Background: an optimization exercise with open tools, aiming at small area, a short achievable clock period and few clock cycles. Do not read the settings as production practice. Where RTL was checked, it was by simulation tests only, not by an equivalence proof against the original. Power figures rest on the tool's default switching activity, not on a simulated workload.

## run a
## sorted_insert_task_priority_queue
module sorted_insert_task_priority_queue #(
   parameter int TABLE_DEPTH = 16
) (
   input  logic        clock,
   input  logic        reset,
   input  logic        req_tvalid,
   output logic        req_tready,
   input  logic [47:0] req_tdata,
   output logic        rsp_tvalid,
   input  logic        rsp_tready,
   output logic [71:0] rsp_tdata,
   output logic        rsp_tlast,
   input  logic        csr_wen,
   input  logic        csr_wdata
);
For scale: roughly 7,100 cells after synthesis, about 130 I/O pins, ~92,000 sq um of cells after synthesis.
export LEC_CHECK = 0
export ABC_CLOCK_PERIOD_IN_PS = 3000
export CAP_MARGIN = 20
export CORE_MARGIN = 2
export CORE_UTILIZATION = 40
export SETUP_SLACK_MARGIN = 5
export SLEW_MARGIN = 20
create_clock -name core_clock -period 9.0 [get_ports {clock}]
run.sh (not shown) runs the stock make flow with config.mk's settings and CLKGATE_MAP_FILE= SYNTH_SCRIPT=/design/flow/synth_recipe.tcl, a recipe that flattens the netlist after the stock synthesis.
Testbench counts of run a, summed over its fixed seeds: cycles 7,386.
#### Input delta (run b over run a)
-- flow/design.v --
<<< run a, line 44
   logic [9:0]  m_w;
   logic [3:0]  m_n;
   logic        m_red;       
   logic [4:0]  m_k;         
   logic [39:0] m_tag;
   logic [NV-1:0]        v_valid;
>>> run b, line 44
   logic [9:0]  m_w;
   logic [3:0]  m_n;
   logic [39:0] m_tag;
   logic [NV-1:0]        v_valid;
<<< run a, line 94
   logic [23:0] ld_d, ld_d3;
   logic [48:0] ld_x;
   logic        ld_dec;
   always_comb begin
      ld_d  = m_s + m_c;
>>> run b, line 92
   logic [23:0] ld_d, ld_d3;
   logic [48:0] ld_x;
   always_comb begin
      ld_d  = m_s + m_c;
<<< run a, line 102
      c2    = ((s1 & c1) | (s1 & (m_c << 1)) | (c1 & (m_c << 1))) << 1;
      ld_d3 = s2 + c2;
      ld_dec = m_red && ld_d[m_k];
      ld_x  = 49'(m_w) << (6'd42 - {1'b0, m_n, 1'b0});
      if (ld_dec) ld_x = ld_x << 2;
   end
   logic [NV-1:0][1:0]  qd;
>>> run b, line 99
      c2    = ((s1 & c1) | (s1 & (m_c << 1)) | (c1 & (m_c << 1))) << 1;
      ld_d3 = s2 + c2;
      ld_x  = 49'(m_w) << (6'd42 - {1'b0, m_n, 1'b0});
   end
   logic [NV-1:0][1:0]  qd;
<<< run a, line 162
         m_w   <= in_w;
         m_n   <= n_steps;
         m_red <= !sp[0] && sp >= 7'sd2;
         m_k   <= in_lab - 5'd1;
         m_tag <= in_tag;
      end
>>> run b, line 157
         m_w   <= in_w;
         m_n   <= n_steps;
         m_tag <= in_tag;
      end
<<< run a, line 171
            v_d[u]   <= ld_d[22:0];
            v_d3[u]  <= ld_d3;
            v_cnt[u] <= m_n - 4'(ld_dec);
            v_tag[u] <= m_tag;
         end else if (v_valid[u] && !v_last[u]) begin
>>> run b, line 164
            v_d[u]   <= ld_d[22:0];
            v_d3[u]  <= ld_d3;
            v_cnt[u] <= m_n;
            v_tag[u] <= m_tag;
         end else if (v_valid[u] && !v_last[u]) begin
<<< run a, line 231
   logic [3:1]  div_q_lt;
   logic        div_m_next;
   stpq_divider #(.NV(2)) u_div (
      .clock     (clock),
      .reset     (reset),
>>> run b, line 224
   logic [3:1]  div_q_lt;
   logic        div_m_next;
   stpq_divider #(.NV(3)) u_div (
      .clock     (clock),
      .reset     (reset),
Findings:
Run b finished every step from synthesis to the final layout, and the layout passed the timing, DRC and antenna checks.
Looking at design area, run b sits above run a.
| post-detailed-placement half-perimeter wirelength | run b vs run a | worse |
Run a → run b: share of total power in the clock network now sits at about the same level, total cell area at the placement stage now larger, via count of the first global-routing pass has increased.
Global routing met1 resource utilization ended up 0.89 points lower on run b than on run a.
Compared with run a, in run b number of multi-input combinational cells picked up an extra 680, initial detailed-routing violation count higher, worst setup slack saw a decrease.
Testbench counts of run b, summed over its fixed seeds: cycles 6,960.

Another version of the RTL of sorted_insert_task_priority_queue (not shown whole).
For scale: roughly 6900 cells after synthesis, ~1700 flip-flops, roughly 130 I/O pins, ~91000 um^2 of cells after synthesis.
Settings: LEC_CHECK=0, ABC_CLOCK_PERIOD_IN_PS=3000, CAP_MARGIN=20, CORE_MARGIN=2, CORE_UTILIZATION=40, SETUP_SLACK_MARGIN=5, SLEW_MARGIN=20; clock period 9.0 ns.
Edit:
--- a/flow/design.v
+++ b/flow/design.v
@@ -316,24 +316,19 @@
       end
       for (int i = 0; i < 16; i++)
          ah_log[i] = (5'(i) < count_ff) && u_ah[perm[i]];
       pre[0] = 1'b1;
       for (int i = 1; i < 16; i++) pre[i] = pre[i-1] && ah_log[i-1];
    end
    logic [EW-1:0] u_entry;
    assign u_entry = {u_h, u_w, u_d, u_score, u_id};
    logic [EW-1:0] s_entry;
-   logic [15:0]   s_sel;
-   always_comb begin
-      s_sel   = 16'd1 << perm[s_ptr];
-      s_entry = '0;
-      for (int j = 0; j < 16; j++) s_entry = s_entry | (tbl[j] & {EW{s_sel[j]}});
-   end
+   assign s_entry = tbl[perm[s_ptr]];
    always_ff @(posedge clock) begin
       if (reset) begin
          order_ff <= 1'b0;
          count_ff <= 5'd0;
          a_valid  <= 1'b0;
          u_valid  <= 1'b0;
          u_sent   <= 1'b0;
          o_valid  <= 1'b0;
          q_cnt    <= 4'd0;
Effect: The changed run produced a clean layout. Combinational power drops by 3.7%. Final cell count is lower by 1.7%. Worst hold slack is better by 27 ps. Fmax rises by 4.3%. Global-route usage went down by 3.2 points. Synthesized area climbs by 2.2%. Via count is lower by 6.1%. Worst setup slack improves by 170 ps. Wire length went down by 12%. Clock power is lower by 4.4%. Total power went down by 2.1%. Count of clock-buffer cells in the layout is higher by 2.
Testbench counts after the change, summed over its fixed seeds: cycles 7,467.
For the first run of this note, only the layout was checked, not whether the RTL still works.

## port drivers added, routing unchanged
Ports are ideal in the flow. The routed layouts listed here were re-timed in OpenROAD.
Step 1 assumes that a clkbuf_16 drives the clock port and a buf_2 every other input.
Step 2 also shifts input and output timing later by t, the mid clock arrival at the registers, as if the neighbouring blocks saw the same clock.
Three values: ideal, step 1, step 2; two values: the first two.
run	t, ns	setup WS [ns]	worst hold slack (ns)	slew at the worst register clock pin (ns)	worst data-port slew with drivers (ns)
run a	0.926	4.801 / 4.801 / 4.116	0.396 / 0.396 / 0.396	0.07 / 0.07	0.19
run b	0.929	4.730 / 4.730 / 4.181	0.417 / 0.417 / 0.417	0.07 / 0.07	0.06
the first run of note 2	0.934	4.810 / 4.859 / 3.925	0.388 / 0.388 / 0.388	0.07 / 0.07	0.06
the second run of note 2	0.915	4.982 / 4.982 / 4.239	0.415 / 0.415 / 0.415	0.07 / 0.07	0.06
After both steps every run listed still meets setup and hold. The setup slack of the first run of note 2, which loses most, moves by +0.049 ns with the drivers and by -0.885 ns with both steps.
